Background: an optimization exercise with open tools, aiming at small area, a short achievable clock period and few clock cycles. Do not read the settings as production practice. At most, simulation tests tie the RTL to the original design; equivalence was not proved. No functional check of the RTL was part of runs 1 to 3. No activity file was given, so power comes from the tool's default toggle rates.

`flow/design.v`:
```
module la_capture_ram #(
   parameter  int DATA_W = 18,
   parameter  int DEPTH  = 256,
   parameter  int NTAP   = 8
) (
   input  logic                   clk_i,
   input  logic                   cap_i,
   input  logic [DATA_W-1:0]      wdata_i,
   output logic [NTAP*DATA_W-1:0] taps_o
);
   localparam int SPACE = DEPTH / NTAP;
   localparam int SLOTS = DEPTH - 1;
   logic [SLOTS*DATA_W-1:0] ring_q;
   always_ff @(posedge clk_i) begin
      ring_q <= {ring_q[(SLOTS-1)*DATA_W-1:0],
                 cap_i ? wdata_i : ring_q[SLOTS*DATA_W-1 -: DATA_W]};
   end
   for (genvar k = 0; k < NTAP; k++) begin : g_tap
      assign taps_o[k*DATA_W +: DATA_W] = ring_q[(k*SPACE + SPACE - 2)*DATA_W +: DATA_W];
   end
endmodule
module la_capture #(
   parameter  int DATA_W = 18,
   parameter  int DEPTH  = 256,
   localparam int AW     = $clog2(DEPTH)
) (
   input  logic              clk_i,
   input  logic              rst_i,
   input  logic [DATA_W-1:0] data_i,
   input  logic              trig_i,
   input  logic [1:0]        trig_mode_i,
   input  logic [AW-1:0]     pretrig_i,
   input  logic              arm_i,
   input  logic [7:0]        trig_cnt_i,
   output logic              armed_o,
   output logic              triggered_o,
   output logic              done_o,
   output logic              rd_valid_o,
   input  logic              rd_ready_i,
   output logic [DATA_W-1:0] rd_data_o,
   output logic              rd_last_o
);
   localparam int NTAP = 8;
   localparam int TW   = $clog2(NTAP);
   localparam int SW   = AW - TW;           
   localparam logic [1:0] TRIG_LEVEL_HIGH = 2'd0;
   localparam logic [1:0] TRIG_LEVEL_LOW  = 2'd1;
   localparam logic [1:0] TRIG_RISING     = 2'd2;
   localparam logic [1:0] TRIG_FALLING    = 2'd3;
   function automatic logic trigMatch(input logic [1:0] mode,
                                      input logic       cur,
                                      input logic       prev);
      case (mode)
         TRIG_LEVEL_HIGH: trigMatch = cur;
         TRIG_LEVEL_LOW:  trigMatch = ~cur;
         TRIG_RISING:     trigMatch = cur & ~prev;
         TRIG_FALLING:    trigMatch = ~cur & prev;
         default:         trigMatch = 1'b0;
      endcase
   endfunction
   logic          armed_q, pre_q, wait_q, post_q, done_q;
   logic [1:0]    mode_q;
   logic [AW-1:0] pretrig_q;     
   logic [AW-1:0] cnt_q;         
   logic          trigPrev_q;
   logic          triggered_q;
   logic          waitMatch, fire, preEnd, postEnd, capEnd;
   logic [7:0]    matchLeft_q;   
   assign fire = waitMatch && (matchLeft_q[7:1] == 7'd0);
   always_ff @(posedge clk_i) begin
      if (rst_i) begin
         matchLeft_q <= 8'd0;
      end else if (arm_i) begin
         matchLeft_q <= trig_cnt_i;
      end else if (waitMatch) begin
         matchLeft_q <= matchLeft_q - 8'd1;
      end
   end
   assign waitMatch = wait_q && !arm_i && trigMatch(mode_q, trig_i, trigPrev_q);
   assign preEnd    = pre_q && (cnt_q == AW'(1));
   assign postEnd   = post_q && (cnt_q == AW'(1));
   assign capEnd    = !arm_i && (postEnd || (fire && (&pretrig_q)));
   logic [TW-1:0]     tapSel;
   logic              rdValid_q, rdLast_q;
   logic [DATA_W-1:0] rdData_q, rdHold_q;
   logic [NTAP*DATA_W-1:0] taps;
   logic [DATA_W-1:0] tapWord;
   logic              canLoad, load, xfer;
   la_capture_ram #(
      .DATA_W (DATA_W),
      .DEPTH  (DEPTH),
      .NTAP   (NTAP)
   ) u_ram (
      .clk_i   (clk_i),
      .cap_i   (armed_q),
      .wdata_i (data_i),
      .taps_o  (taps)
   );
   assign tapSel  = pretrig_q[AW-1 -: TW] | {TW{!done_q}};
   assign tapWord = taps[tapSel*DATA_W +: DATA_W];
   assign xfer    = rdValid_q && rd_ready_i;
   assign canLoad = done_q && !rdLast_q && (pretrig_q[SW-1:0] == SW'((1 << SW) - 2));
   assign load    = canLoad && (!rdValid_q || rd_ready_i);
   always_ff @(posedge clk_i) begin
      if (rst_i) begin
         armed_q     <= 1'b0;
         pre_q       <= 1'b0;
         wait_q      <= 1'b0;
         post_q      <= 1'b0;
         done_q      <= 1'b0;
         triggered_q <= 1'b0;
         mode_q      <= TRIG_LEVEL_HIGH;
         pretrig_q   <= '0;
         cnt_q       <= '0;
      end else if (arm_i) begin
         armed_q     <= 1'b1;
         pre_q       <= (pretrig_i != '0);
         wait_q      <= (pretrig_i == '0);
         post_q      <= 1'b0;
         done_q      <= 1'b0;
         triggered_q <= 1'b0;
         mode_q      <= trig_mode_i;
         pretrig_q   <= pretrig_i;
         cnt_q       <= pretrig_i;
      end else begin
         if (pre_q) begin
            cnt_q <= cnt_q - AW'(1);
            if (preEnd) begin
               pre_q  <= 1'b0;
               wait_q <= 1'b1;
            end
         end
         if (fire) begin
            triggered_q <= 1'b1;
            wait_q      <= 1'b0;
            post_q      <= !(&pretrig_q);
            cnt_q       <= ~pretrig_q;
         end
         if (post_q) begin
            cnt_q <= cnt_q - AW'(1);
            if (postEnd) post_q <= 1'b0;
         end
         if (capEnd) begin
            armed_q   <= 1'b0;
            done_q    <= 1'b1;
            pretrig_q <= AW'(DEPTH - 2);
         end
         if (done_q) begin
            if (load) begin
               cnt_q <= cnt_q - AW'(1);
            end else begin
               pretrig_q <= (pretrig_q == AW'(DEPTH - 2)) ? '0 : pretrig_q + AW'(1);
            end
         end
         if (xfer && rdLast_q) begin
            done_q <= 1'b0;
         end
      end
   end
   always_ff @(posedge clk_i) begin
      if (rst_i) begin
         trigPrev_q <= 1'b0;
      end else begin
         trigPrev_q <= trig_i;
      end
   end
   always_ff @(posedge clk_i) begin
      if (rst_i || arm_i) begin
         rdValid_q <= 1'b0;
         rdLast_q  <= 1'b0;
      end else if (capEnd) begin
         rdValid_q <= 1'b1;
         rdLast_q  <= 1'b0;
      end else if (!rdValid_q || rd_ready_i) begin
         rdValid_q <= load;
         rdLast_q  <= load && (cnt_q == AW'(2));
      end
   end
   always_ff @(posedge clk_i) begin
      if (!done_q || load) begin
         rdHold_q <= tapWord;
      end
   end
   always_ff @(posedge clk_i) begin
      rdData_q <= (!rdValid_q || rd_ready_i) ? tapWord : rdHold_q;
   end
   assign armed_o     = armed_q;
   assign triggered_o = triggered_q;
   assign done_o      = done_q;
   assign rd_valid_o  = rdValid_q;
   assign rd_data_o   = rdData_q;
   assign rd_last_o   = rdLast_q;
endmodule
```
`flow/run.sh`:
```
#!/bin/bash
# synth_recipe.tcl (not shown) runs the flow's synth.tcl, then flattens the netlist and writes it again
# the make line also repeats each setting of config.mk as NAME=value (left out here)
make -C /OpenROAD-flow-scripts/flow DESIGN_CONFIG=/design/flow/config.mk WORK_HOME=/design/flow/orfs CLKGATE_MAP_FILE= SYNTH_SCRIPT=/design/flow/synth_recipe.tcl finish
```
`flow/config.mk`:
```
export PLATFORM = sky130hd
export DESIGN_NAME = la_capture
export DESIGN_NICKNAME = la_capture
export VERILOG_FILES = /design/flow/design.v
export SDC_FILE = /design/flow/constraint.sdc
export NUM_CORES = 4
export LEC_CHECK = 0
export CAP_MARGIN = 20
export CORE_MARGIN = 2
export CORE_UTILIZATION = 65
export CTS_CLUSTER_DIAMETER = 60
export CTS_CLUSTER_SIZE = 30
export GPL_TIMING_DRIVEN = 0
export SETUP_SLACK_MARGIN = 4
export SLEW_MARGIN = 20
```
`flow/constraint.sdc`:
```
create_clock -name core_clock -period 6.0 [get_ports {clk_i}]
set_input_delay 1.2000 -clock core_clock [delete_from_list [all_inputs] [get_ports {clk_i}]]
set_output_delay 1.2000 -clock core_clock [all_outputs]
set_load 0.01 [all_outputs]
```
==> results.json, run 1 <==
{
  "timing.fmax_ghz": 0.3935,
  "synth_seq_cells": 4661,
  "syn_area_um2": 96440,
  "start_kind": "flip-flop",
  "topRoutingLayerUsed": "met4",
  "hp-start": "u_ram.ring_q[3273]",
  "grt_usage": 0.1460,
  "ys_async_sr_fraction": 0,
  "ant_nets": 0,
  "first_global_vias": 30623,
  "io_pins": 64,
  "grt_pass1_wl_um": 170900,
  "rows": 141,
  "yosys_warnings": 2,
  "instances_no_fill": 7371,
  "final_nets": 5384,
  "critPathBufInv": 1,
  "grt.overflow.total": 0,
  "powerDensity_nw_per_um2": 439.5,
  "worst_r2r_path_depth": 8,
  "fin_skew_ps": 21.44,
  "holdWs_ps": 318.4,
  "wl_met2_um": 42020,
  "cp.depth": 1,
  "synth_edf_count": 18,
  "finalWirelength_um": 110000,
  "p_leak_uw": 0.04253,
  "cts_tree": "done",
  "avgSynthCellArea_um2": 19.13,
  "critical_path.top_delay_family": "flip-flops",
  "hpwl_um": 57620,
  "yosysTopAreaCellShare": 0.9638,
  "insertion_delay_ps": 800,
  "start_util": 0.6539,
  "synth.area.top_cells": "dfxtp_1, mux2_2, edfxtp_1",
  "timing.final.ws_setup_ps": 3459,
  "cts_buffers": 186,
  "critPathMaxStageDelay_ps": 420,
  "die_w_um": 389.2,
  "netlist_top_cells_count": "dfxtp_1, mux2_2, a21oi_1",
  "num_vias": 31901,
  "crit_fanout": 2,
  "required_ps": 4800,
  "synth_top_area_cell": "dfxtp_1",
  "rsz0062_at_grt": "true",
  "critical_path_class": "reg -> out",
  "dieArea_um2": 151500,
  "min_period_ps": 2541,
  "period_share": 0.4236,
  "met3_length_um": 4014,
  "wl_met1_um": 61140,
  "synthFlopType": "dfxtp_1",
  "finalSetupViolCount": 0,
  "drc": 0,
  "vdd_drop_max_uv": 365.2,
  "critPathArrivalTime_ps": 1340,
  "place_ws_ps": 1937,
  "hold_path.class": "reg -> reg",
  "synth.distinct_cells": 57,
  "syn_inst": 5041,
  "wl_per_cell_um": 14.92,
  "min_path_cells": 0,
  "status": "complete, no violations",
  "syn_to_final_growth_pct": 10.42,
  "hold_viol": 0,
  "fin_tns_setup_ps": 0,
  "crit_chain": "buf_6",
  "drive_above_1_share": 0.09476,
  "path_clk_slew_ps": 110,
  "gp_congestion": 0.7457,
  "seq_area_frac_synth": 0.9694,
  "yosysMostFrequentCell": "dfxtp_1",
  "crit_slowest_cell": "dfxtp_4",
  "via_per_inst": 4.328,
  "clock-root-buffer": "clkbuf_16",
  "tightest_slew_ps": 645.8,
  "fillers": 9232,
  "finalMaxSlewViolations": 0,
  "cts_num_sinks": 4661,
  "grt_max_degree": 32,
  "antenna_found_initial": 10,
  "dr.pass1.iters": 5,
  "core_region_area_um2": 147500,
  "postLayoutCoreUtil": 0.7221,
  "synth_nets": 5088,
  "cts_max_level": 4,
  "cp-startpoint": "triggered_q",
  "cp-end-kind": "primary output",
  "drt_iter0_markers": 1164,
  "clockBufferDepth": 3,
  "numPortBuffers": 63,
  "drv_cap": 0,
  "dp.cells": 7036,
  "die-height_um": 389.2,
  "ctsHoldBuffers": 0,
  "relSlewSlack": 0.5694,
  "worstReg2RegStart": "done_q"
}
==> per-stage QoR <==
stage	total power, uW	area [um2]
6_report	46800	106500
5_1_grt	48380	106500
4_1_cts	47250	106100
3_5_place_dp	32260	99650
3_3_place_gp	32250	99590
2_1_floorplan	32120	96550
==> timing repair <==
item / in CTS / in global routing
pin swaps: 10 / 25
gates resized for setup: 241 / 62
setup endpoints to repair: 109 / 86
gates cloned: 3 / 0
hold endpoints to repair: 0 / 0
setup buffers: 29 / 11
==> cell type report <==
class                   instances  area (um2)  area share
plain buffers                  33       350.3    0.003290
multi-input cells             338        3189     0.02995
inverters                       9       41.29   0.0003877
well taps                    1930        2415     0.02267
clock buffers                 215        4970     0.04667
diodes                          6       15.01   0.0001410
repair inverters                1       7.507  0.00007049
flip-flops and latches       4661       93540      0.8783
repair buffers                107        1117     0.01049
clock inverters                71       850.8    0.007989
==> final timing paths <==
path / slack (ps) / endpoint
worst max-delay path: 3460 / triggered_o
worst min register to register: 320 / u_ram.ring_q[3291]
worst max register to register: 3630 / rdData_q[10]
worst min-delay path: 320 / u_ram.ring_q[3291]
==> cells by family after synthesis <==
family | Yosys count | synth area share
AOI/OAI and AO/OA | 97 | 0.006993
muxes | 92 | 0.01293
xor gates and xnor gates | 10 | 0.0009082
buffers and inverters | 42 | 0.002050
and+or+nand+nor | 133 | 0.006967
adders and majority gates | 6 | 0.0007784
DFF | 4661 | 0.9694
==> registers in the layout (all words and copies together) (netlist names) <==
| register | count |
|---|---|
| post_q | 1 |
| u_ram.ring_q | 4590 |
| matchLeft_q | 8 |
| wait_q | 1 |
| rdHold_q | 18 |
| cnt_q | 8 |
| pretrig_q | 8 |
| rdData_q | 18 |
| triggered_q | 1 |
| armed_q | 1 |
| rdLast_q | 1 |
| pre_q | 1 |
| trigPrev_q | 1 |
| rdValid_q | 1 |
| mode_q | 2 |
| done_q | 1 |
==> placed cells by master (no fill, tap or decap), types with 9 or more instances in the layout <==
master / count
clkinv_2: 9
clkinvlp_4: 15
inv_6: 17
nor2_1: 24
edfxtp_1: 18
bufinv_16: 10
mux2_2: 23
a21oi_1: 32
dfxtp_4: 10
clkbuf_1: 20
mux2i_1: 20
mux2_4: 28
clkbuf_8: 12
a221oi_1: 11
clkinv_4: 12
nand2_1: 32
buf_4: 27
buf_6: 32
buf_12: 10
dfxtp_1: 4621
mux4_2: 21
o21ai_0: 9
clkdlybuf4s50_1: 37
nand3_1: 13
clkbuf_16: 192
dfxtp_2: 12
==> per-layer routing <==
layer	global-route usage	vias to the layer above
met1	0.2360	15003
li1	-	16309
met2	0.1973	382
met3	0.02914	207
met4	0.04665	0
met5	0	-
==> power by group <==
| group | leakage (uW) | total [uW] | internal [uW] | switching, uW |
|---|---|---|---|---|
| Clock | 0.00282 | 15200 | 6530 | 8710 |
| Sequential | 0.0378 | 31300 | 31300 | 93.7 |
| Combinational | 0.00190 | 221 | 101 | 119 |
| Total | 0.0425 | 46800 | 37900 | 8920 |
==> run 2, diff against run 1 <==
--- a/flow/config.mk
+++ b/flow/config.mk
@@ -8,8 +8,7 @@
 export CAP_MARGIN = 20
 export CORE_MARGIN = 2
 export CORE_UTILIZATION = 65
-export CTS_CLUSTER_DIAMETER = 60
-export CTS_CLUSTER_SIZE = 30
-export GPL_TIMING_DRIVEN = 0
+export CTS_CLUSTER_DIAMETER = 65
+export CTS_CLUSTER_SIZE = 32
 export SETUP_SLACK_MARGIN = 4
 export SLEW_MARGIN = 20
==> results.json, run 2 <==
{
  "critPathArrivalTime_ps": 1340,
  "syn_to_final_growth_pct": 9.356,
  "numPortBuffers": 63,
  "instances_no_fill": 7304,
  "start_util": 0.6539,
  "largest_reg_flops": 4590,
  "clock-root-buffer": "clkbuf_16",
  "drt_iter0_markers": 1134,
  "fin_skew_ps": 25.97,
  "crit_slowest_cell": "dfxtp_4",
  "cp-end-kind": "primary output",
  "vdd_drop_max_uv": 324.2,
  "synth.distinct_cells": 57,
  "via_per_inst": 4.358,
  "wl_per_cell_um": 14.84,
  "die_w_um": 389.2,
  "hpwl_um": 57650,
  "final_common_cell": "dfxtp_1",
  "core_region_area_um2": 147500,
  "postLayoutCoreUtil": 0.7151,
  "num_vias": 31830,
  "fillers": 9299,
  "status": "complete, no violations",
  "first_global_vias": 30413,
  "rows": 141,
  "yosys_warnings": 2,
  "relSlewSlack": 0.3849,
  "rsz0062_at_grt": "true",
  "ys_async_sr_fraction": 0,
  "critical_path.top_delay_family": "flip-flops",
  "timing.fmax_ghz": 0.3943,
  "min_period_ps": 2536,
  "dp.cells": 7008,
  "crit_chain": "buf_6",
  "die-height_um": 389.2,
  "p_leak_uw": 0.04207,
  "clockBufferDepth": 3,
  "dr.pass1.iters": 7,
  "final_nets": 5354,
  "hold_path.class": "reg -> reg",
  "critPathMaxStageDelay_ps": 420,
  "avgSynthCellArea_um2": 19.13,
  "syn_inst": 5041,
  "seq_area_frac_synth": 0.9694,
  "critical_path_class": "reg -> out",
  "synth_edf_count": 18,
  "ant_nets": 0,
  "synth_seq_cells": 4661,
  "drive_above_1_share": 0.08352,
  "netlist_top_cells_count": "dfxtp_1, mux2_2, a21oi_1",
  "required_ps": 4800,
  "yosysTopAreaCellShare": 0.9638,
  "reg_top3": "u_ram.ring_q x4590, rdData_q x18, rdHold_q x18",
  "path_clk_slew_ps": 100,
  "drv_cap": 0,
  "cp.depth": 1,
  "finalMaxSlewViolations": 0,
  "cts_tree": "done",
  "drc": 0,
  "place_ws_ps": 1459,
  "io_pins": 64,
  "synth_top_area_cell": "dfxtp_1",
  "synthFlopType": "dfxtp_1",
  "largest_register": "u_ram.ring_q",
  "hold_viol": 0,
  "grt_usage": 0.1423,
  "yosysMostFrequentCell": "dfxtp_1",
  "fin_tns_setup_ps": 0,
  "powerDensity_nw_per_um2": 431.9,
  "cts_buffers": 169,
  "synth.area.top_cells": "dfxtp_1, mux2_2, edfxtp_1",
  "period_share": 0.4227,
  "start_kind": "flip-flop",
  "timing.final.ws_setup_ps": 3464,
  "crit_fanout": 2,
  "critPathBufInv": 1,
  "cts_num_sinks": 4661,
  "dieArea_um2": 151500,
  "grt.overflow.total": 0,
  "finalSetupViolCount": 0,
  "final_cell_mix": "dfxtp_1, clkbuf_16, buf_6, clkdlybuf4s50_1, buf_4",
  "min_path_cells": 0,
  "worst_r2r_path_depth": 7,
  "cts_max_level": 4,
  "synth_nets": 5088,
  "tightest_slew_ps": 922.7,
  "grt_pass1_wl_um": 166700,
  "gp_congestion": 0.7755,
  "antenna_found_initial": 10,
  "insertion_delay_ps": 810,
  "grt_max_degree": 40,
  "finalWirelength_um": 108400,
  "syn_area_um2": 96440
}
[run 2: cell counts after synthesis]
Identical to the previous run, type by type.
[run 2: power by group]
group	internal [uW]	switching, uW
registers	31300	100
clock network	5640	8350
logic	99.0	104
[run 2: layout make-up]
cell class | count | area, um2 | area share
diodes | 10 | 25.02 | 0.0002373
clock buffers | 197 | 4533 | 0.04298
clock inverters | 31 | 384.1 | 0.003642
inverters | 9 | 41.29 | 0.0003915
multi-input cells | 339 | 3164 | 0.03000
flip-flops and latches | 4661 | 93550 | 0.8870
well taps | 1930 | 2415 | 0.02290
repair buffers | 126 | 1346 | 0.01277
repair inverters | 1 | 7.507 | 0.00007118
[run 2: worst paths after layout]
check | end | start | slack [ps]
worst max register to register | rdData_q[4] | done_q | 3830
worst min register to register | u_ram.ring_q[4210] | u_ram.ring_q[4192] | 310
worst min-delay path | u_ram.ring_q[4210] | u_ram.ring_q[4192] | 310
worst max-delay path | triggered_o | triggered_q | 3460
[run 2: cells by family after synthesis]
family	Yosys count	share of synthesized area
XOR/XNOR	10	0.0009082
flip-flops	4661	0.9694
buffers and inverters	42	0.002050
AO/OA/AOI/OAI	97	0.006993
multiplexers	92	0.01293
AND/OR/NAND/NOR	133	0.006967
adder cells (fa/ha/maj)	6	0.0007784
[run 2: through the flow]
step / area (um2) / hold WS [ps] / total power (uW)
global placement: 99460 / 309.7 / 32230
floorplan: 96550 / 309.6 / 32120
detailed placement: 99460 / 312.1 / 32240
finish: 105500 / 309.6 / 45550
CTS: 105100 / 310.9 / 45990
global route: 105400 / 309.3 / 47130
[run 2: metal layers]
layer / global-route usage / vias to the layer above / wire length [um]
li1: - / 16191 / -
met1: 0.2258 / 15052 / 59540
met2: 0.1924 / 383 / 41730
met3: 0.03331 / 202 / 4274
met4: 0.04665 / 2 / 2811
met5: 0 / - / 11
[run 2: timing repair]
action / 4_1_cts / 5_1_grt
buffers inserted: 37 / 17
gates resized for setup: 243 / 46
pin swaps: 11 / 19
hold buffers: 0 / 0
endpoints found under the setup margin: 105 / 88
gates cloned: 4 / 0
hold endpoints to repair: 0 / 0
==> run 3, diff against run 2 <==
--- a/flow/config.mk
+++ b/flow/config.mk
@@ -8,7 +8,7 @@
 export CAP_MARGIN = 20
 export CORE_MARGIN = 2
 export CORE_UTILIZATION = 65
-export CTS_CLUSTER_DIAMETER = 65
-export CTS_CLUSTER_SIZE = 32
+export CTS_CLUSTER_DIAMETER = 70
+export CTS_CLUSTER_SIZE = 36
 export SETUP_SLACK_MARGIN = 4
 export SLEW_MARGIN = 20
==> results.json, run 3 <==
{
  "status": "complete, no violations",
  "finalMaxSlewViolations": 0,
  "p_leak_uw": 0.04178,
  "wl_per_cell_um": 14.79,
  "grt_usage": 0.1415,
  "reg_top3": "u_ram.ring_q x4590, rdData_q x18, rdHold_q x18",
  "insertion_delay_ps": 800,
  "finalWirelength_um": 107600,
  "min_period_ps": 2540,
  "io_pins": 64,
  "fin_skew_ps": 31.51,
  "synth_top_area_cell": "dfxtp_1",
  "period_share": 0.4233,
  "cp-startpoint": "triggered_q",
  "ant_nets": 0,
  "ctsHoldBuffers": 0,
  "drv_cap": 0,
  "dp.cells": 7008,
  "die_w_um": 389.2,
  "drc": 0,
  "netlist_top_cells_count": "dfxtp_1, mux2_2, a21oi_1",
  "grt_max_degree": 40,
  "drt_iter0_markers": 1287,
  "timing.fmax_ghz": 0.3937,
  "core_region_area_um2": 147500,
  "hold_path.class": "reg -> reg",
  "drive_above_1_share": 0.07874,
  "antenna_found_initial": 10,
  "final_cell_mix": "dfxtp_1, clkbuf_16, clkdlybuf4s50_1, buf_6, buf_4",
  "syn_to_final_growth_pct": 8.772,
  "critPathArrivalTime_ps": 1340,
  "path_clk_slew_ps": 120,
  "required_ps": 4800,
  "crit_chain": "buf_6",
  "avgSynthCellArea_um2": 19.13,
  "synthFlopType": "dfxtp_1",
  "dieArea_um2": 151500,
  "rsz0062_at_grt": "true",
  "yosys_warnings": 2,
  "critPathBufInv": 1,
  "grt.overflow.total": 0,
  "cts_max_level": 4,
  "rows": 141,
  "worstReg2RegStart": "done_q",
  "holdWs_ps": 310.2,
  "yosysMostFrequentCell": "dfxtp_1",
  "powerDensity_nw_per_um2": 427.5,
  "cp.depth": 1,
  "ys_async_sr_fraction": 0,
  "r2r_slack_ps": 3820,
  "seq_area_frac_synth": 0.9694,
  "crit_fanout": 2,
  "vdd_drop_max_uv": 349.0,
  "via_per_inst": 4.353,
  "critical_path.top_delay_family": "flip-flops",
  "fin_tns_setup_ps": 0,
  "numPortBuffers": 63,
  "num_vias": 31651,
  "dpl_cell_area_um2": 99460,
  "critical_path_class": "reg -> out",
  "postLayoutCellArea_um2": 104900,
  "cp-end-kind": "primary output",
  "gp_congestion": 0.7755,
  "die-height_um": 389.2,
  "start_util": 0.6539,
  "dr.pass1.iters": 5,
  "cts_buffers": 151,
  "relSlewSlack": 0.3828,
  "synth_edf_count": 18,
  "grt_pass1_wl_um": 165900,
  "synth.distinct_cells": 57,
  "setup.worst_path.end": "triggered_o",
  "worst_r2r_path_depth": 7,
  "finalSetupViolCount": 0,
  "synth_seq_cells": 4661,
  "syn_inst": 5041,
  "hold_viol": 0,
  "synth.area.top_cells": "dfxtp_1, mux2_2, edfxtp_1",
  "instances_no_fill": 7271,
  "crit_slowest_cell": "dfxtp_4",
  "cts_num_sinks": 4661,
  "final_nets": 5334,
  "r2r-end": "rdData_q[0]",
  "synth_nets": 5088,
  "final_common_cell": "dfxtp_1",
  "tightest_slew_ps": 925.8,
  "start_kind": "flip-flop",
  "hpwl_um": 57650,
  "largest_reg_flops": 4590,
  "largest_register": "u_ram.ring_q",
  "fillers": 9362,
  "critPathMaxStageDelay_ps": 420,
  "yosysTopAreaCellShare": 0.9638,
  "syn_area_um2": 96440,
  "cts_tree": "done",
  "first_global_vias": 30243,
  "clockBufferDepth": 3,
  "clock-root-buffer": "clkbuf_16"
}
## run 3: cell counts after synthesis
Identical to the previous run, type by type.
## run 3: cells by family (layout without fill, tap and decap cells)
kind of cell	Yosys count	count (layout)	share of synthesized area
AO/OA/AOI/OAI	97	97	0.006993
XOR/XNOR	10	10	0.0009082
adder cells (fa/ha/maj)	6	6	0.0007784
buffers and inverters	42	334	0.002050
flip-flops	4661	4661	0.9694
multiplexers	92	92	0.01293
other	0	7	0
AND/OR/NAND/NOR	133	134	0.006967
## run 3: how the worst min path moves through the flow
stage | startpoint | end | cells after the start | slack [ps]
2_1_floorplan | u_ram.ring_q[982] | u_ram.ring_q[1000] | 0 | 310
3_3_place_gp | u_ram.ring_q[4564] | u_ram.ring_q[4582] | 0 | 310
3_5_place_dp | u_ram.ring_q[985] | u_ram.ring_q[1003] | 0 | 310
4_1_cts | u_ram.ring_q[2876] | u_ram.ring_q[2894] | 0 | 310
5_1_grt | u_ram.ring_q[2876] | u_ram.ring_q[2894] | 0 | 310
6_report | u_ram.ring_q[2876] | u_ram.ring_q[2894] | 0 | 310
## run 3: final cells by class
class | instances | area, um2 | share of cell area
antenna | 7 | 17.52 | 0.0001670
inverter | 9 | 41.29 | 0.0003936
timing repair inverter | 1 | 7.507 | 0.00007156
clock inverter | 26 | 351.6 | 0.003352
multi-input combinational | 339 | 3183 | 0.03034
sequential | 4661 | 93550 | 0.8918
timing repair buffer | 124 | 1323 | 0.01261
clock buffer | 174 | 4011 | 0.03824
tap | 1930 | 2415 | 0.02302
## run 3: per-stage QoR
step | util | total power [uW] | setup slack (ps)
after floorplan | - | 32120 | 3309
after global placement | 0.6744 | 32230 | 1539
after detailed placement | 0.6744 | 32240 | 1459
after CTS | 0.7090 | 45280 | 3391
after global routing | 0.7112 | 46370 | 3396
final | 0.7113 | 44850 | 3460
## run 3: routing by layer
metal	GRT usage	vias to the layer above	routed length, um
li1	-	16111	-
met1	0.2253	14983	59150
met2	0.1924	369	41620
met3	0.03071	186	4180
met4	0.04679	2	2610
met5	0	-	12
## run 3: report_power, final
group	switching (uW)	internal [uW]
Sequential	100	31300
Combinational	103	98.0
Clock	8230	5050
## run 3: repair_timing
| action | CTS | global route |
|---|---|---|
| buffers inserted | 41 | 11 |
| cloned | 4 | 0 |
| pin swaps | 9 | 22 |
| resized for setup | 241 | 55 |
| endpoints found under the setup margin | 105 | 73 |
==> run 4, diff against run 3 <==
--- a/flow/design.v
+++ b/flow/design.v
@@ -68,9 +68,7 @@
    logic [7:0]    matchLeft_q;   
    assign fire = waitMatch && (matchLeft_q[7:1] == 7'd0);
    always_ff @(posedge clk_i) begin
-      if (rst_i) begin
-         matchLeft_q <= 8'd0;
-      end else if (arm_i) begin
+      if (arm_i) begin
          matchLeft_q <= trig_cnt_i;
       end else if (waitMatch) begin
          matchLeft_q <= matchLeft_q - 8'd1;
@@ -109,9 +107,6 @@
          post_q      <= 1'b0;
          done_q      <= 1'b0;
          triggered_q <= 1'b0;
-         mode_q      <= TRIG_LEVEL_HIGH;
-         pretrig_q   <= '0;
-         cnt_q       <= '0;
       end else if (arm_i) begin
          armed_q     <= 1'b1;
          pre_q       <= (pretrig_i != '0);
@@ -119,30 +114,41 @@
          post_q      <= 1'b0;
          done_q      <= 1'b0;
          triggered_q <= 1'b0;
-         mode_q      <= trig_mode_i;
-         pretrig_q   <= pretrig_i;
-         cnt_q       <= pretrig_i;
       end else begin
-         if (pre_q) begin
-            cnt_q <= cnt_q - AW'(1);
-            if (preEnd) begin
-               pre_q  <= 1'b0;
-               wait_q <= 1'b1;
-            end
+         if (preEnd) begin
+            pre_q  <= 1'b0;
+            wait_q <= 1'b1;
          end
          if (fire) begin
             triggered_q <= 1'b1;
             wait_q      <= 1'b0;
             post_q      <= !(&pretrig_q);
-            cnt_q       <= ~pretrig_q;
          end
-         if (post_q) begin
-            cnt_q <= cnt_q - AW'(1);
-            if (postEnd) post_q <= 1'b0;
+         if (postEnd) begin
+            post_q <= 1'b0;
          end
          if (capEnd) begin
-            armed_q   <= 1'b0;
-            done_q    <= 1'b1;
+            armed_q <= 1'b0;
+            done_q  <= 1'b1;
+         end
+         if (xfer && rdLast_q) begin
+            done_q <= 1'b0;
+         end
+      end
+   end
+   always_ff @(posedge clk_i) begin
+      if (arm_i) begin
+         mode_q    <= trig_mode_i;
+         pretrig_q <= pretrig_i;
+         cnt_q     <= pretrig_i;
+      end else begin
+         if (pre_q || post_q) begin
+            cnt_q <= cnt_q - AW'(1);
+         end
+         if (fire) begin
+            cnt_q <= ~pretrig_q;
+         end
+         if (capEnd) begin
             pretrig_q <= AW'(DEPTH - 2);
          end
          if (done_q) begin
@@ -152,17 +158,10 @@
                pretrig_q <= (pretrig_q == AW'(DEPTH - 2)) ? '0 : pretrig_q + AW'(1);
             end
          end
-         if (xfer && rdLast_q) begin
-            done_q <= 1'b0;
-         end
       end
    end
    always_ff @(posedge clk_i) begin
-      if (rst_i) begin
-         trigPrev_q <= 1'b0;
-      end else begin
-         trigPrev_q <= trig_i;
-      end
+      trigPrev_q <= trig_i;
    end
    always_ff @(posedge clk_i) begin
       if (rst_i || arm_i) begin
==> results.json, run 4 <==
{
  "status": "complete, no violations",
  "final_nets": 5336,
  "core_region_area_um2": 147700,
  "synth-simple-area-share": 0.008736,
  "syn_to_final_growth_pct": 9.001,
  "tightest_slew_ps": 707.9,
  "critPathArrivalTime_ps": 1310,
  "postLayoutCoreUtil": 0.7126,
  "io_pins": 64,
  "numPortBuffers": 63,
  "die_w_um": 389.4,
  "finalMaxSlewViolations": 0,
  "yosysMostFrequentCell": "dfxtp_1",
  "synth-compound-area-share": 0.005496,
  "relSlewSlack": 0.5280,
  "holdWs_ps": 303.9,
  "synth_nets": 5083,
  "crit_fanout": 1,
  "dpl_cell_area_um2": 99700,
  "muxShareOfSynthArea": 0.01283,
  "rsz0062_at_grt": "true",
  "fin_skew_ps": 29.14,
  "seq_area_frac_synth": 0.9695,
  "fin_tns_setup_ps": 0,
  "p_leak_uw": 0.04191,
  "netlist_top_cells_count": "dfxtp_1, nor2_1, mux2_2",
  "postLayoutCellArea_um2": 105200,
  "hp-start": "u_ram.ring_q[4222]",
  "clock-root-buffer": "clkbuf_16",
  "drv_cap": 0,
  "grt_pass1_wl_um": 169700,
  "cts_max_level": 4,
  "start_util": 0.6537,
  "wl_per_cell_um": 14.95,
  "die-height_um": 389.4,
  "synth_top_area_cell": "dfxtp_1",
  "powerDensity_nw_per_um2": 425.8,
  "synth_seq_cells": 4661,
  "finalSetupViolCount": 0,
  "critPathBufInv": 1,
  "num_vias": 31714,
  "largest_register": "u_ram.ring_q",
  "yosysTopAreaCellShare": 0.9608,
  "gr-usage-met1": 0.2310,
  "min_period_ps": 2513,
  "yosys_warnings": 2,
  "cts_num_sinks": 4661,
  "synthFlopType": "dfxtp_1",
  "synth_top_family_by_area": "multiplexers",
  "synth-adder-area-share": 0.0007777,
  "critical_path_class": "reg -> out",
  "ys_async_sr_fraction": 0,
  "synthXorXnorAreaFrac": 0.001089,
  "via_per_inst": 4.359,
  "path_clk_slew_ps": 120,
  "clockBufferDepth": 3,
  "syn_area_um2": 96530,
  "cts_buffers": 151,
  "busiest_layer": "met1",
  "dieArea_um2": 151600,
  "drc": 0,
  "finalWirelength_um": 108800,
  "final_common_cell": "dfxtp_1",
  "hold_viol": 0,
  "antenna_found_initial": 9,
  "synth.area.top_cells": "dfxtp_1, edfxtp_1, mux4_2",
  "syn_inst": 5036,
  "required_ps": 4800,
  "grt_max_degree": 38,
  "drive_above_1_share": 0.08377,
  "reg_top3": "u_ram.ring_q x4590, rdData_q x18, rdHold_q x18",
  "cts_tree": "done",
  "start_kind": "flip-flop",
  "cp-startpoint": "rdData_q[13]",
  "largest_reg_flops": 4590,
  "grt_usage": 0.1444,
  "period_share": 0.4188,
  "synth.distinct_cells": 63,
  "vdd_drop_max_uv": 390.3,
  "hold_path.class": "reg -> reg",
  "use_met3": 0.02952,
  "first_global_vias": 30540,
  "critPathMaxStageDelay_ps": 410,
  "synth_edf_count": 28,
  "crit_slowest_cell": "dfxtp_4",
  "cp-end-kind": "primary output",
  "dr.pass1.iters": 6,
  "gp_congestion": 0.7476,
  "insertion_delay_ps": 820,
  "final_cell_mix": "dfxtp_1, clkbuf_16, nor2_1, buf_6, clkdlybuf4s50_1",
  "rows": 141,
  "met2_usage": 0.1959,
  "worstReg2RegStart": "matchLeft_q[4]",
  "grt.overflow.total": 0,
  "hpwl_um": 54260,
  "ant_nets": 0,
  "fillers": 9423,
  "ctsHoldBuffers": 0,
  "avgSynthCellArea_um2": 19.17,
  "p_total_uw": 44800,
  "timing.fmax_ghz": 0.3979,
  "drt_iter0_markers": 1372,
  "crit_chain": "buf_6",
  "critical_path.top_delay_family": "flip-flops"
}
-- run 4: cell types whose count changed in the layout (fill, tap and decap cells not counted), moves of 11 or more --
cell,previous run,this run
a21oi_1,32,12
mux4_2,21,36
mux2i_1,20,0
nor2_1,26,54
and2_1,4,15
buf_4,35,24
mux2_4,33,19
nand2_1,33,18
a221oi_1,12,1
-- run 4: repair_timing --
action,in CTS,in global routing
setup endpoints to repair,111,97
cloned,5,0
buffers inserted,43,9
pin swaps,21,22
resized for setup,240,44
-- run 4: layout make-up --
| cell class | count | area (um2) | area share |
|---|---|---|---|
| well taps | 1930 | 2415 | 0.02295 |
| repair buffers | 125 | 1479 | 0.01406 |
| repair inverters | 1 | 8.758 | 0.00008324 |
| inverters | 11 | 57.56 | 0.0005470 |
| clock inverters | 25 | 306.5 | 0.002913 |
| flip-flops and latches | 4661 | 93640 | 0.8900 |
| clock buffers | 175 | 4026 | 0.03827 |
| multi-input cells | 338 | 3259 | 0.03098 |
| diodes | 10 | 25.02 | 0.0002378 |
-- run 4: metrics by stage --
step | instances | setup WS, ps
final | 7276 | 3487
after global routing | 7266 | 3413
after CTS | 7257 | 3403
after detailed placement | 7009 | 2320
after global placement | 7009 | 2307
after floorplan | 5036 | 3654
-- run 4: worst reg2reg max path: stages, from the launching register on --
cell,delay (ps)
edfxtp_1,420
or4_4,570
or4_4,520
nor3_4,270
mux2_4,330
o21ai_1,130
-- run 4: path summary, 6_finish.rpt --
kind	end	slack (ps)	depth (start not counted)
max	rd_data_o[13]	3490	1
min	u_ram.ring_q[4240]	300	0
max reg2reg	cnt_q[2]	3700	5
min reg2reg	u_ram.ring_q[4240]	300	0
-- run 4: cells by family after synthesis --
| group | Yosys count |
|---|---|
| buffers and inverters | 38 |
| AND/OR/NAND/NOR | 167 |
| multiplexers | 74 |
| XOR/XNOR | 12 |
| AO/OA/AOI/OAI | 78 |
| adder cells (fa/ha/maj) | 6 |
| flip-flops | 4661 |
-- run 4: layer usage --
metal,vias up,part of all wire
met2,358,0.39
met1,15062,0.55
li1,16096,-
met4,0,0.024
met5,-,0
met3,198,0.037
-- run 4: report_power, final --
group / internal (uW) / leakage [uW] / switching [uW]
clock: 4980 / 0.00211 / 8230
combinational: 96.6 / 0.00198 / 101
sequential: 31300 / 0.0378 / 106
total: 36400 / 0.0419 / 8440
Testbench counts of run 4, summed over its fixed seeds: cycles 12,628.
==> run 5, diff against run 4 <==
--- a/flow/config.mk
+++ b/flow/config.mk
@@ -8,7 +8,7 @@
 export CAP_MARGIN = 20
 export CORE_MARGIN = 2
 export CORE_UTILIZATION = 65
-export CTS_CLUSTER_DIAMETER = 70
-export CTS_CLUSTER_SIZE = 36
-export SETUP_SLACK_MARGIN = 4
+export CTS_CLUSTER_DIAMETER = 65
+export CTS_CLUSTER_SIZE = 32
+export SETUP_SLACK_MARGIN = 3.6
 export SLEW_MARGIN = 20
==> results.json, run 5 <==
{
  "status": "complete, no violations",
  "syn_to_final_growth_pct": 8.507,
  "clock-root-buffer": "clkbuf_16",
  "drv_cap": 0,
  "drc": 0,
  "ys_async_sr_fraction": 0,
  "reg_top3": "u_ram.ring_q x4590, rdData_q x18, rdHold_q x18",
  "numPortBuffers": 63,
  "io_pins": 64,
  "crit_slowest_cell": "dfxtp_4",
  "gp_congestion": 0.7721,
  "num_vias": 31652,
  "grt_max_degree": 43,
  "cts_max_level": 4,
  "hold_viol": 0,
  "rsz0062_at_grt": "true",
  "power_frac_clock": 0.302,
  "hold_path.class": "reg -> reg",
  "fin_skew_ps": 27.90,
  "fin_tns_setup_ps": 0,
  "timing.fmax_ghz": 0.3836,
  "cts_num_sinks": 4661,
  "p_leak_uw": 0.04175,
  "postLayoutCoreUtil": 0.7094,
  "yosys_warnings": 2,
  "dr.pass1.iters": 5,
  "largest_reg_flops": 4590,
  "dp.cells": 7010,
  "avgSynthCellArea_um2": 19.17,
  "die_w_um": 389.4,
  "yosysTopAreaCellShare": 0.9608,
  "finalMaxSlewViolations": 0,
  "seqPwrFrac": 0.694,
  "core_region_area_um2": 147700,
  "cts_tree": "done",
  "first_global_vias": 30731,
  "critical_path.top_delay_family": "flip-flops",
  "final_common_cell": "dfxtp_1",
  "finalWirelength_um": 107400,
  "fillers": 9393,
  "min_period_ps": 2607,
  "netlist_top_cells_count": "dfxtp_1, nor2_1, mux2_2",
  "period_share": 0.4345,
  "cp-end-kind": "primary output",
  "die-height_um": 389.4,
  "grt_usage": 0.1424,
  "grt_pass1_wl_um": 168400,
  "syn_area_um2": 96530,
  "critPathArrivalTime_ps": 1410,
  "wl_per_cell_um": 14.80,
  "largest_register": "u_ram.ring_q",
  "final_nets": 5321,
  "vdd_drop_max_uv": 329.3,
  "via_per_inst": 4.362,
  "ctsHoldBuffers": 0,
  "synth.distinct_cells": 63,
  "cts_buffers": 167,
  "p_sw_uw": 8472,
  "drt_iter0_markers": 1459,
  "synth_nets": 5083,
  "switching_share": 0.1874,
  "synthFlopType": "dfxtp_1",
  "clockBufferDepth": 3,
  "relSlewSlack": 0.5260,
  "timing.final.ws_setup_ps": 3393,
  "path_clk_slew_ps": 110,
  "internal_power_uw": 36750,
  "start_util": 0.6537,
  "p_comb_frac": 0.004,
  "seq_area_frac_synth": 0.9695,
  "critPathMaxStageDelay_ps": 370,
  "place_ws_ps": 1890,
  "drive_above_1_share": 0.07139,
  "antenna_found_initial": 7,
  "start_kind": "flip-flop",
  "final_cell_mix": "dfxtp_1, clkbuf_16, nor2_1, clkdlybuf4s50_1, mux2_2",
  "critPathBufInv": 2,
  "rows": 141,
  "yosysMostFrequentCell": "dfxtp_1",
  "hpwl_um": 54750,
  "crit_chain": "buf_12 -> buf_8",
  "syn_inst": 5036,
  "synth_seq_cells": 4661,
  "ant_nets": 0,
  "finalSetupViolCount": 0,
  "tightest_slew_ps": 704.4,
  "grt.overflow.total": 0,
  "instances_no_fill": 7256,
  "synth_edf_count": 28,
  "synth_top_area_cell": "dfxtp_1",
  "insertion_delay_ps": 800,
  "required_ps": 4800,
  "synth.area.top_cells": "dfxtp_1, edfxtp_1, mux4_2",
  "crit_fanout": 2,
  "powerDensity_nw_per_um2": 431.7,
  "dieArea_um2": 151600,
  "critical_path_class": "reg -> out"
}
-- run 5: cell count changes in the layout (fill, tap and decap cells not counted), moves of 4 or more --
| cell | change |
|---|---|
| nor2_2 | -14 |
| nor2_1 | +18 |
| nor2_4 | -4 |
| a21oi_2 | -4 |
| diode_2 | -7 |
| buf_16 | -5 |
| mux2_4 | -18 |
| buf_6 | -19 |
| clkbuf_16 | +15 |
| buf_12 | -7 |
| mux2_2 | +18 |
| a21oi_1 | +4 |
-- run 5: final timing paths --
| kind | slack [ps] | start | to | depth (start not counted) |
|---|---|---|---|---|
| max | 3390 | done_q | done_o | 2 |
| min | 300 | u_ram.ring_q[2044] | u_ram.ring_q[2062] | 0 |
| max reg2reg | 3610 | done_q | rdData_q[10] | 8 |
| min reg2reg | 300 | u_ram.ring_q[2044] | u_ram.ring_q[2062] | 0 |
-- run 5: repair_timing --
item | in CTS | in global routing
gates cloned | 3 | 2
pin swaps | 2 | 3
endpoints found under the setup margin | 93 | 65
buffers inserted | 15 | 5
resized for setup | 178 | 12
-- run 5: kinds of logic after synthesis --
family                   count (synthesis)  synth area share
adder cells (fa/ha/maj)                  6         0.0007777
AO/OA/AOI/OAI                           78          0.005496
buffers and inverters                   38          0.001555
multiplexers                            74           0.01283
flip-flops                            4661            0.9695
AND/OR/NAND/NOR                        167          0.008736
XOR/XNOR                                12          0.001089
-- run 5: per-stage QoR --
stage	cell area, um2	power (uW)	hold slack, ps
finish	104700	45220	303.9
global route	104700	46790	301.7
CTS	104600	45660	307.1
detailed placement	99600	32260	312.1
global placement	99600	32250	309.5
floorplan	96570	32140	309.6
-- run 5: layer usage --
metal	vias to the layer above	routed length, um	global-route usage
met1	14958	60010	0.2313
met3	211	4335	0.03097
met2	403	40200	0.1893
met4	0	2864	0.04531
met5	-	0	0
li1	16080	-	-
-- run 5: cell type report --
class	count	area (um2)	area share
multi-input cells	338	2902	0.02770
inverters	11	57.56	0.0005495
repair inverters	1	8.758	0.00008362
diodes	3	7.507	0.00007167
repair buffers	94	1036	0.009891
clock buffers	191	4363	0.04165
well taps	1930	2415	0.02305
flip-flops and latches	4661	93640	0.8940
clock inverters	27	317.8	0.003034
-- run 5: power groups by stage --
stage / Clock (uW) / Sequential, uW / Combinational (uW)
after CTS: 14100 / 31400 / 168
final: 13700 / 31400 / 174
after floorplan: 0 / 32000 / 97.0
after detailed placement: 0 / 32100 / 165
after global placement: 0 / 32100 / 163
after global routing: 15200 / 31400 / 187
==> run 6, diff against run 5 <==
--- a/flow/config.mk
+++ b/flow/config.mk
@@ -10,5 +10,6 @@
 export CORE_UTILIZATION = 65
 export CTS_CLUSTER_DIAMETER = 65
 export CTS_CLUSTER_SIZE = 32
-export SETUP_SLACK_MARGIN = 3.6
+export SETUP_SLACK_MARGIN = 4
 export SLEW_MARGIN = 20
+export TNS_END_PERCENT = 20
==> results.json, run 6 <==
{
  "cp-startpoint": "rdData_q[2]",
  "cts_tree": "done",
  "netlist_top_cells_count": "dfxtp_1, nor2_1, mux2_2",
  "worstReg2RegStart": "matchLeft_q[4]",
  "synth.area.top_cells": "dfxtp_1, edfxtp_1, mux4_2",
  "fin_tns_setup_ps": 0,
  "hpwl_um": 55130,
  "wl_met1_um": 58980,
  "ys_async_sr_fraction": 0,
  "vdd_drop_max_uv": 344.0,
  "via_per_inst": 4.345,
  "drc": 0,
  "relSlewSlack": 0.3264,
  "hold_end": "u_ram.ring_q[1740]",
  "met3_length_um": 3997,
  "syn_area_um2": 96530,
  "seq_area_frac_synth": 0.9695,
  "p_leak_uw": 0.04197,
  "tightest_slew_ps": 1007,
  "critPathArrivalTime_ps": 1300,
  "topRoutingLayerUsed": "met4",
  "hp-start": "u_ram.ring_q[1722]",
  "min_period_ps": 2502,
  "r2r_slack_ps": 3610,
  "critPathBufInv": 1,
  "first_global_vias": 30494,
  "drive_above_1_share": 0.07620,
  "cp-end-kind": "primary output",
  "insertion_delay_ps": 790,
  "powerDensity_nw_per_um2": 433.4,
  "postLayoutCellArea_um2": 105200,
  "period_share": 0.4170,
  "min_path_cells": 0,
  "largest_register": "u_ram.ring_q",
  "hold_path.class": "reg -> reg",
  "synth_nets": 5083,
  "cts_max_level": 4,
  "die-height_um": 389.4,
  "yosysTopAreaCellShare": 0.9608,
  "dr.pass1.iters": 5,
  "grt_max_degree": 43,
  "grt_usage": 0.1425,
  "drt_iter0_markers": 1337,
  "fin_skew_ps": 25.61,
  "final_common_cell": "dfxtp_1",
  "largest_reg_flops": 4590,
  "required_ps": 4800,
  "seq_area_um2": 93630,
  "synthFlopType": "dfxtp_1",
  "finalWirelength_um": 106900,
  "crit_slowest_cell": "dfxtp_4",
  "path_clk_slew_ps": 110,
  "grt.overflow.total": 0,
  "timing.fmax_ghz": 0.3997,
  "synth_edf_count": 28,
  "synth.distinct_cells": 63,
  "r2r-end": "rdValid_q",
  "drv_cap": 0,
  "core_region_area_um2": 147700,
  "worst_r2r_path_depth": 5,
  "reg_top3": "u_ram.ring_q x4590, rdData_q x18, rdHold_q x18",
  "cts_buffers": 169,
  "finalMaxSlewViolations": 0,
  "finalSetupViolCount": 0,
  "hold_viol": 0,
  "ant_nets": 0,
  "numPortBuffers": 63,
  "syn_inst": 5036,
  "synth_top_area_cell": "dfxtp_1",
  "critical_path_class": "reg -> out",
  "yosys_warnings": 2,
  "ctsHoldBuffers": 0,
  "final_nets": 5327,
  "num_vias": 31644,
  "yosysMostFrequentCell": "dfxtp_1",
  "syn_to_final_growth_pct": 9.028,
  "antenna_found_initial": 14,
  "wl_met2_um": 41280,
  "status": "complete, no violations",
  "final_cell_mix": "dfxtp_1, clkbuf_16, nor2_1, clkdlybuf4s50_1, mux4_2",
  "die_w_um": 389.4,
  "dieArea_um2": 151600,
  "dpl_cell_area_um2": 99690,
  "start_kind": "flip-flop",
  "wl_per_cell_um": 14.68,
  "crit_fanout": 1,
  "gp_congestion": 0.7380,
  "grt_pass1_wl_um": 167900,
  "crit_chain": "buf_6",
  "rows": 141,
  "clock-root-buffer": "clkbuf_16",
  "critical_path.top_delay_family": "flip-flops",
  "avgSynthCellArea_um2": 19.17,
  "io_pins": 64,
  "cts_num_sinks": 4661,
  "critPathMaxStageDelay_ps": 400,
  "clockBufferDepth": 3,
  "multiInputGateArea_um2": 2979,
  "synth_seq_cells": 4661,
  "start_util": 0.6537,
  "fillers": 9404,
  "rsz0062_at_grt": "true"
}
[run 6: cell types whose count changed in the layout (fill, tap and decap cells not counted), moves of 4 or more]
cell	change
buf_16	+4
clkbuf_16	+5
clkbuf_8	+7
diode_2	+9
[run 6: final cells by class]
| type | count | area share |
|---|---|---|
| sequential | 4661 | 0.8897 |
| clock buffer | 201 | 0.04369 |
| multi-input combinational | 338 | 0.02831 |
| tap | 1930 | 0.02294 |
| timing repair buffer | 99 | 0.01084 |
| clock inverter | 31 | 0.003733 |
| inverter | 11 | 0.0005469 |
| antenna | 12 | 0.0002853 |
[run 6: metrics by stage]
stage          utilization  setup slack (ps)  power (uW)  cells  hold slack, ps
2_1_floorplan            -              3652       32150   5036           309.6
3_3_place_gp        0.6749              2267       32260   7007           309.6
3_5_place_dp        0.6751              2338       32260   7008           312.1
4_1_cts             0.7111              3391       46060   7266           308.2
5_1_grt             0.7126              3407       47210   7274           318.2
6_report            0.7128              3498       45620   7283           313.1
[run 6: power by group]
part	internal [uW]	leakage, uW	switching (uW)
sequential	31300	0.0378	104
clock	5700	0.00244	8350
combinational	88.0	0.00171	90.6
[run 6: worst max path at each step]
stage                   endpoint  cells past startpoint
detailed placement  pretrig_q[3]                      7
finish              rd_data_o[2]                      1
CTS                 rd_data_o[2]                      1
global placement        cnt_q[2]                      6
floorplan               cnt_q[2]                      5
global route        rd_data_o[2]                      1
[run 6: layer usage]
metal | global-route usage | up-vias
li1 | - | 16122
met1 | 0.2283 | 14946
met2 | 0.1955 | 386
met3 | 0.02875 | 190
met4 | 0.04299 | 0
met5 | 0 | -
[run 6: timing repair]
item | 4_1_cts | 5_1_grt
resized for setup | 142 | 43
setup endpoints to repair | 110 | 111
setup buffers | 24 | 4
pin swaps | 2 | 0
gates cloned | 2 | 1
[run 6: logic make-up (layout without fill, tap and decap cells)]
kind of cell | Yosys count | in the layout | synth area share
buffers and inverters | 38 | 342 | 0.001555
xor gates and xnor gates | 12 | 12 | 0.001089
other | 0 | 12 | 0
and+or+nand+nor | 167 | 168 | 0.008736
muxes | 74 | 74 | 0.01283
AOI/OAI and AO/OA | 78 | 78 | 0.005496
DFF | 4661 | 4661 | 0.9695
adders and majority gates | 6 | 6 | 0.0007777
[run 6: worst register-to-register path: cells and delay by family (launching register included)]
| family | cells | cell delay (ps) |
|---|---|---|
| simple gates | 4 | 1750 |
| compound gates | 1 | 130 |
| flops | 1 | 440 |
==> run 7, diff against run 6 <==
--- a/flow/config.mk
+++ b/flow/config.mk
@@ -5,6 +5,7 @@
 export SDC_FILE = /design/flow/constraint.sdc
 export NUM_CORES = 4
 export LEC_CHECK = 0
+export ABC_AREA = 1
 export CAP_MARGIN = 20
 export CORE_MARGIN = 2
 export CORE_UTILIZATION = 65
@@ -12,4 +13,3 @@
 export CTS_CLUSTER_SIZE = 32
 export SETUP_SLACK_MARGIN = 4
 export SLEW_MARGIN = 20
-export TNS_END_PERCENT = 20
==> results.json, run 7 <==
{
  "status": "complete, no violations",
  "grt_usage": 0.1506,
  "avgSynthCellArea_um2": 18.34,
  "ys_async_sr_fraction": 0,
  "final_cell_mix": "dfxtp_1, clkbuf_16, nand2_1, nor2_1, o21ai_0",
  "worst_r2r_path_depth": 10,
  "numPortBuffers": 63,
  "cts_tree": "done",
  "vdd_drop_max_uv": 361.7,
  "synth.area.top_cells": "dfxtp_1, edfxtp_1, nand2_1",
  "grt_max_degree": 73,
  "die-height_um": 389.4,
  "cts_num_sinks": 4661,
  "synth_nets": 5312,
  "final_common_cell": "dfxtp_1",
  "largest_reg_flops": 4590,
  "drive_above_1_share": 0.05823,
  "clockBufferDepth": 3,
  "syn_to_final_growth_pct": 8.414,
  "netlist_top_cells_count": "dfxtp_1, nand2_1, nor2_1",
  "antenna_found_initial": 18,
  "core_region_area_um2": 147700,
  "hold_viol": 0,
  "drc": 0,
  "rows": 141,
  "min_path_cells": 0,
  "path_clk_slew_ps": 110,
  "gp_congestion": 0.7810,
  "r2r-end": "rdHold_q[5]",
  "finalMaxSlewViolations": 0,
  "reg_top3": "u_ram.ring_q x4590, rdData_q x18, rdHold_q x18",
  "crit_fanout": 2,
  "ant_nets": 0,
  "via_per_inst": 4.370,
  "grt.overflow.total": 0,
  "timing.fmax_ghz": 0.3867,
  "grt_pass1_wl_um": 175400,
  "min_period_ps": 2586,
  "clock-root-buffer": "clkbuf_16",
  "synth_top_area_cell": "dfxtp_1",
  "worstReg2RegStart": "done_q",
  "largest_register": "u_ram.ring_q",
  "finalSetupViolCount": 0,
  "seq_area_frac_synth": 0.9693,
  "fin_skew_ps": 27.78,
  "fin_tns_setup_ps": 0,
  "final_nets": 5536,
  "fillers": 9593,
  "die_w_um": 389.4,
  "cts_buffers": 166,
  "io_pins": 64,
  "yosysMostFrequentCell": "dfxtp_1",
  "yosys_warnings": 2,
  "r2r_slack_ps": 4050,
  "synthFlopType": "dfxtp_1",
  "syn_inst": 5265,
  "p_leak_uw": 0.04202,
  "synth_edf_count": 28,
  "period_share": 0.4310,
  "synth_seq_cells": 4661,
  "num_vias": 32627,
  "yosysTopAreaCellShare": 0.9606,
  "start_kind": "flip-flop",
  "insertion_delay_ps": 790,
  "relSlewSlack": 0.6396,
  "cts_max_level": 4,
  "tightest_slew_ps": 540.5,
  "cp-end-kind": "primary output",
  "drt_iter0_markers": 1518,
  "dieArea_um2": 151600,
  "dr.pass1.iters": 5,
  "critPathArrivalTime_ps": 1390,
  "synth.distinct_cells": 40,
  "finalWirelength_um": 115300,
  "start_util": 0.6539,
  "syn_area_um2": 96550,
  "wl_per_cell_um": 15.44,
  "hold_end": "u_ram.ring_q[1101]",
  "critical_path_class": "reg -> out",
  "postLayoutCoreUtil": 0.7089,
  "hold_path.class": "reg -> reg",
  "drv_cap": 0,
  "required_ps": 4800,
  "powerDensity_nw_per_um2": 431.4,
  "hpwl_um": 62130,
  "multiInputGateArea_um2": 2730,
  "rsz0062_at_grt": "true",
  "seq_area_um2": 93650,
  "hp-start": "u_ram.ring_q[1083]",
  "first_global_vias": 31497
}
-- run 7: cell count changes after synthesis, sizes merged, moves of 8 or more --
cell	previous run	this run
o22ai	2	36
nand3	11	19
and2	18	0
mux4	36	0
a31oi	9	22
mux2	38	18
o21ai	17	97
buf	7	23
nor2	73	135
inv	10	40
nand2	20	145
-- run 7: worst max path at each step --
stage	startpoint	endpoint	slack [ps]	depth (start not counted)
floorplan	trig_i	cnt_q[5]	3870	10
global placement	arm_i	wait_q	2520	8
detailed placement	arm_i	wait_q	2420	8
CTS	armed_q	armed_o	3330	2
global route	armed_q	armed_o	3330	2
finish	armed_q	armed_o	3410	2
-- run 7: final cells by class --
type                    count  area share
diodes                      6   0.0001434
well taps                1930     0.02307
repair inverters            2   0.0001315
multi-input cells         526     0.02608
repair buffers             91     0.01024
clock inverters            15    0.001901
clock buffers             194     0.04198
flip-flops and latches   4661      0.8947
inverters                  41    0.001781
-- run 7: per-layer routing --
layer,wire (um),global-route usage,vias up,part of all wire
met2,43800,0.2023,422,0.38
met4,3469,0.05307,8,0.030
li1,-,-,16671,-
met1,63300,0.2410,15307,0.55
met5,41,0,-,0.00036
met3,4660,0.03186,219,0.040
-- run 7: kinds of logic (layout without fill, tap and decap cells) --
| kind of cell | count (synthesis) | after routing | synth area share |
|---|---|---|---|
| buffers and inverters | 78 | 343 | 0.003421 |
| xor gates and xnor gates | 11 | 11 | 0.0009979 |
| AOI/OAI and AO/OA | 174 | 174 | 0.01002 |
| DFF | 4661 | 4661 | 0.9693 |
| adders and majority gates | 6 | 6 | 0.0007775 |
| muxes | 18 | 18 | 0.002099 |
| other | 0 | 6 | 0 |
| and+or+nand+nor | 317 | 317 | 0.01337 |
-- run 7: report_power, final --
part           internal (uW)  leakage, uW  switching, uW
logic                   77.0      0.00195           84.2
clock network           5380      0.00225           8230
registers              31300       0.0378            111
-- run 7: critical path: stages, from the launching register on --
cell and delay (ps):
dfxtp_4 370, buf_12 130, buf_6 110
-- run 7: per-stage QoR --
stage	setup WS, ps	total power, uW	std cells	instance area (um2)	hold WS [ps]
6_report	3414	45160	7466	104700	320.0
5_1_grt	3327	46710	7462	104700	318.2
4_1_cts	3328	45590	7449	104500	316.7
3_5_place_dp	2425	32240	7227	99520	312.1
3_3_place_gp	2515	32240	7227	99520	309.5
2_1_floorplan	3873	32130	5265	96610	309.6
-- run 7: timing repair --
action / 4_1_cts / 5_1_grt
setup buffers: 8 / 5
pin swaps: 3 / 8
cloned: 5 / 6
hold buffers: 0 / 0
gates resized for setup: 193 / 29
setup endpoints to repair: 111 / 58
==> run 8, diff against run 7 <==
--- a/flow/config.mk
+++ b/flow/config.mk
@@ -5,10 +5,9 @@
 export SDC_FILE = /design/flow/constraint.sdc
 export NUM_CORES = 4
 export LEC_CHECK = 0
-export ABC_AREA = 1
 export CAP_MARGIN = 20
 export CORE_MARGIN = 2
-export CORE_UTILIZATION = 65
+export CORE_UTILIZATION = 68
 export CTS_CLUSTER_DIAMETER = 65
 export CTS_CLUSTER_SIZE = 32
 export SETUP_SLACK_MARGIN = 4
==> results.json, run 8 <==
{
  "final_nets": 5347,
  "rows": 138,
  "drive_above_1_share": 0.08126,
  "cp-end-kind": "primary output",
  "crit_slowest_cell": "dfxtp_4",
  "cp.depth": 1,
  "period_share": 0.4184,
  "hpwl_um": 55280,
  "p_leak_uw": 0.04197,
  "finalSetupViolCount": 0,
  "hold_path.class": "reg -> reg",
  "yosysTopAreaCellShare": 0.9608,
  "cts_max_level": 4,
  "antenna_found_initial": 16,
  "grt.overflow.total": 0,
  "die-height_um": 380.8,
  "ant_nets": 0,
  "io_pins": 64,
  "internal_power_uw": 36760,
  "finalMaxSlewViolations": 0,
  "drt_iter0_markers": 1596,
  "switching_share": 0.1859,
  "synth-compound-area-share": 0.005496,
  "synth_top_family_by_area": "multiplexers",
  "fin_skew_ps": 21.47,
  "tightest_slew_ps": 679.3,
  "rsz0062_at_grt": "true",
  "critical_path_class": "reg -> out",
  "p_total_uw": 45150,
  "min_path_cells": 0,
  "insertion_delay_ps": 790,
  "hold_viol": 0,
  "ys_async_sr_fraction": 0,
  "synth_seq_cells": 4661,
  "gp_congestion": 0.7479,
  "status": "complete, no violations",
  "syn_to_final_growth_pct": 8.979,
  "dr.pass1.iters": 5,
  "via_per_inst": 4.380,
  "final_cell_mix": "dfxtp_1, clkbuf_16, nor2_1, clkdlybuf4s50_1, mux4_2",
  "p_comb_frac": 0.004,
  "clock-root-buffer": "clkbuf_16",
  "synthXorXnorAreaFrac": 0.001089,
  "cts_tree": "done",
  "muxShareOfSynthArea": 0.01283,
  "synth-adder-area-share": 0.0007777,
  "powerDensity_nw_per_um2": 429.2,
  "num_vias": 31688,
  "yosys_warnings": 2,
  "clockBufferDepth": 3,
  "synth-simple-area-share": 0.008736,
  "required_ps": 4800,
  "grt_max_degree": 34,
  "fin_tns_setup_ps": 0,
  "critPathArrivalTime_ps": 1310,
  "dp.cells": 6968,
  "crit_chain": "buf_6",
  "wl_per_cell_um": 15.06,
  "first_global_vias": 30843,
  "largest_reg_flops": 4590,
  "path_clk_slew_ps": 110,
  "syn_area_um2": 96530,
  "p_sw_uw": 8392,
  "start_util": 0.6835,
  "seq_area_frac_synth": 0.9695,
  "min_period_ps": 2511,
  "grt_pass1_wl_um": 170400,
  "syn_inst": 5036,
  "drv_cap": 0,
  "instances_no_fill": 7234,
  "synth.area.top_cells": "dfxtp_1, edfxtp_1, mux4_2",
  "numPortBuffers": 63,
  "power_frac_clock": 0.300,
  "synth_top_area_cell": "dfxtp_1",
  "reg_top3": "u_ram.ring_q x4590, rdData_q x18, rdHold_q x18",
  "synth_edf_count": 28,
  "synth_nets": 5083,
  "largest_register": "u_ram.ring_q",
  "seqPwrFrac": 0.695,
  "core_region_area_um2": 141200,
  "postLayoutCoreUtil": 0.7448,
  "cts_num_sinks": 4661,
  "worst_r2r_path_depth": 5,
  "netlist_top_cells_count": "dfxtp_1, nor2_1, mux2_2",
  "synthFlopType": "dfxtp_1",
  "critPathMaxStageDelay_ps": 410,
  "crit_fanout": 1,
  "avgSynthCellArea_um2": 19.17,
  "timing.fmax_ghz": 0.3983,
  "relSlewSlack": 0.5471,
  "vdd_drop_max_uv": 381.8,
  "ctsHoldBuffers": 0,
  "grt_usage": 0.1507,
  "finalWirelength_um": 109000,
  "start_kind": "flip-flop",
  "die_w_um": 380.8,
  "drc": 0,
  "cts_buffers": 166,
  "synth.distinct_cells": 63,
  "yosysMostFrequentCell": "dfxtp_1",
  "dieArea_um2": 145000,
  "critPathBufInv": 1,
  "critical_path.top_delay_family": "flip-flops",
  "final_common_cell": "dfxtp_1"
}
run 8: cell count changes after synthesis, moves of 19 or more:
cell	delta
nand2_1	-122
nor2_1	-58
o21ai_0	-43
o21ai_1	-38
mux4_2	+36
o22ai_1	-34
inv_1	-23
mux2_2	+19
run 8: layout make-up:
| type | instances | area [um2] |
|---|---|---|
| Clock inverter | 13 | 127.6 |
| Timing Repair inverter | 1 | 11.26 |
| Inverter | 11 | 57.56 |
| Tap cell | 1890 | 2365 |
| Timing Repair Buffer | 121 | 1368 |
| Sequential cell | 4661 | 93640 |
| Clock buffer | 196 | 4478 |
| Antenna cell | 3 | 7.507 |
| Multi-Input combinational cell | 338 | 3144 |
| Fill cell | 8549 | 36040 |
run 8: repair_timing:
item                                    in CTS  in global routing
pin swaps                                   15                 12
gates resized for setup                    202                 38
endpoints found under the setup margin     111                 97
gates cloned                                 5                  1
setup buffers                               35                 13
run 8: through the flow:
step | area (um2) | hold WS, ps | setup slack (ps)
finish | 105200 | 314.4 | 3489
global route | 105200 | 324.3 | 3412
CTS | 104900 | 321.8 | 3394
detailed placement | 99640 | 312.1 | 2369
global placement | 99640 | 309.5 | 2433
floorplan | 96710 | 309.6 | 3654
run 8: final timing paths:
check	from	to	slack, ps
min reg2reg	u_ram.ring_q[2256]	u_ram.ring_q[2274]	310
min	u_ram.ring_q[2256]	u_ram.ring_q[2274]	310
max	rdData_q[17]	rd_data_o[17]	3490
max reg2reg	matchLeft_q[5]	cnt_q[2]	3730
run 8: cells by family after synthesis:
| logic type | Yosys count |
|---|---|
| flip-flops | 4661 |
| XOR/XNOR | 12 |
| AO/OA/AOI/OAI | 78 |
| buffers and inverters | 38 |
| multiplexers | 74 |
| AND/OR/NAND/NOR | 167 |
| adder cells (fa/ha/maj) | 6 |
run 8: routing by layer:
| layer | share of wire | GRT usage |
|---|---|---|
| met1 | 0.55 | 0.2426 |
| met2 | 0.39 | 0.2045 |
| met3 | 0.036 | 0.02941 |
| met4 | 0.028 | 0.05131 |
| met5 | 0.000073 | 0 |
run 8: power by group through the flow:
stage                     clock network, uW  registers [uW]  logic (uW)
final                                 13600           31400         191
after global routing                  15000           31400         204
after CTS                             14000           31400         178
after detailed placement                  0           32100         159
after global placement                    0           32100         156
after floorplan                           0           32000         103

what the ideal ports hide:
How much do the figures lean on ideal ports? The routed layouts below were timed once more, with nothing changed but the port constraints. Step 1 assumes that a clkbuf_16 drives the clock port and a buf_2 every other input. Step 2 moves the port delays by t, midway between the first and last clock arrival at a register: inputs arrive t later, outputs are due t later. That takes back most of the time a late clock gives input paths. Slacks: no drivers / after step 1 / after step 2; pairs: no drivers / after step 1.
| run | shift t [ns] | slack for setup (ns) | worst hold slack (ns) | worst setup path after step 2 | worst slew at a driven data input, ns |
|---|---|---|---|---|---|
| run 1 | 0.864 | 3.459 / 3.386 / 3.005 | 0.318 / 0.318 / 0.318 | input to register | 0.18 |
| run 2 | 0.871 | 3.464 / 3.389 / 2.918 | 0.310 / 0.310 / 0.310 | input to register | 0.18 |
| run 3 | 0.863 | 3.460 / 3.385 / 2.977 | 0.310 / 0.310 / 0.310 | input to register | 0.17 |
| run 4 | 0.877 | 3.487 / 3.408 / 2.859 | 0.304 / 0.304 / 0.304 | input to register | 0.05 |
| run 5 | 0.862 | 3.393 / 3.319 / 2.815 | 0.304 / 0.304 / 0.304 | input to register | 0.07 |
| run 6 | 0.863 | 3.498 / 3.416 / 2.794 | 0.313 / 0.313 / 0.313 | input to register | 0.04 |
| run 7 | 0.852 | 3.414 / 3.340 / 3.111 | 0.320 / 0.320 / 0.320 | input to register | 0.17 |
| run 8 | 0.847 | 3.489 / 3.416 / 2.973 | 0.314 / 0.314 / 0.314 | input to register | 0.09 |
After both steps every run listed still meets setup and hold. The setup slack of run 6, which loses most, moves by -0.082 ns with the drivers and by -0.704 ns with both steps.
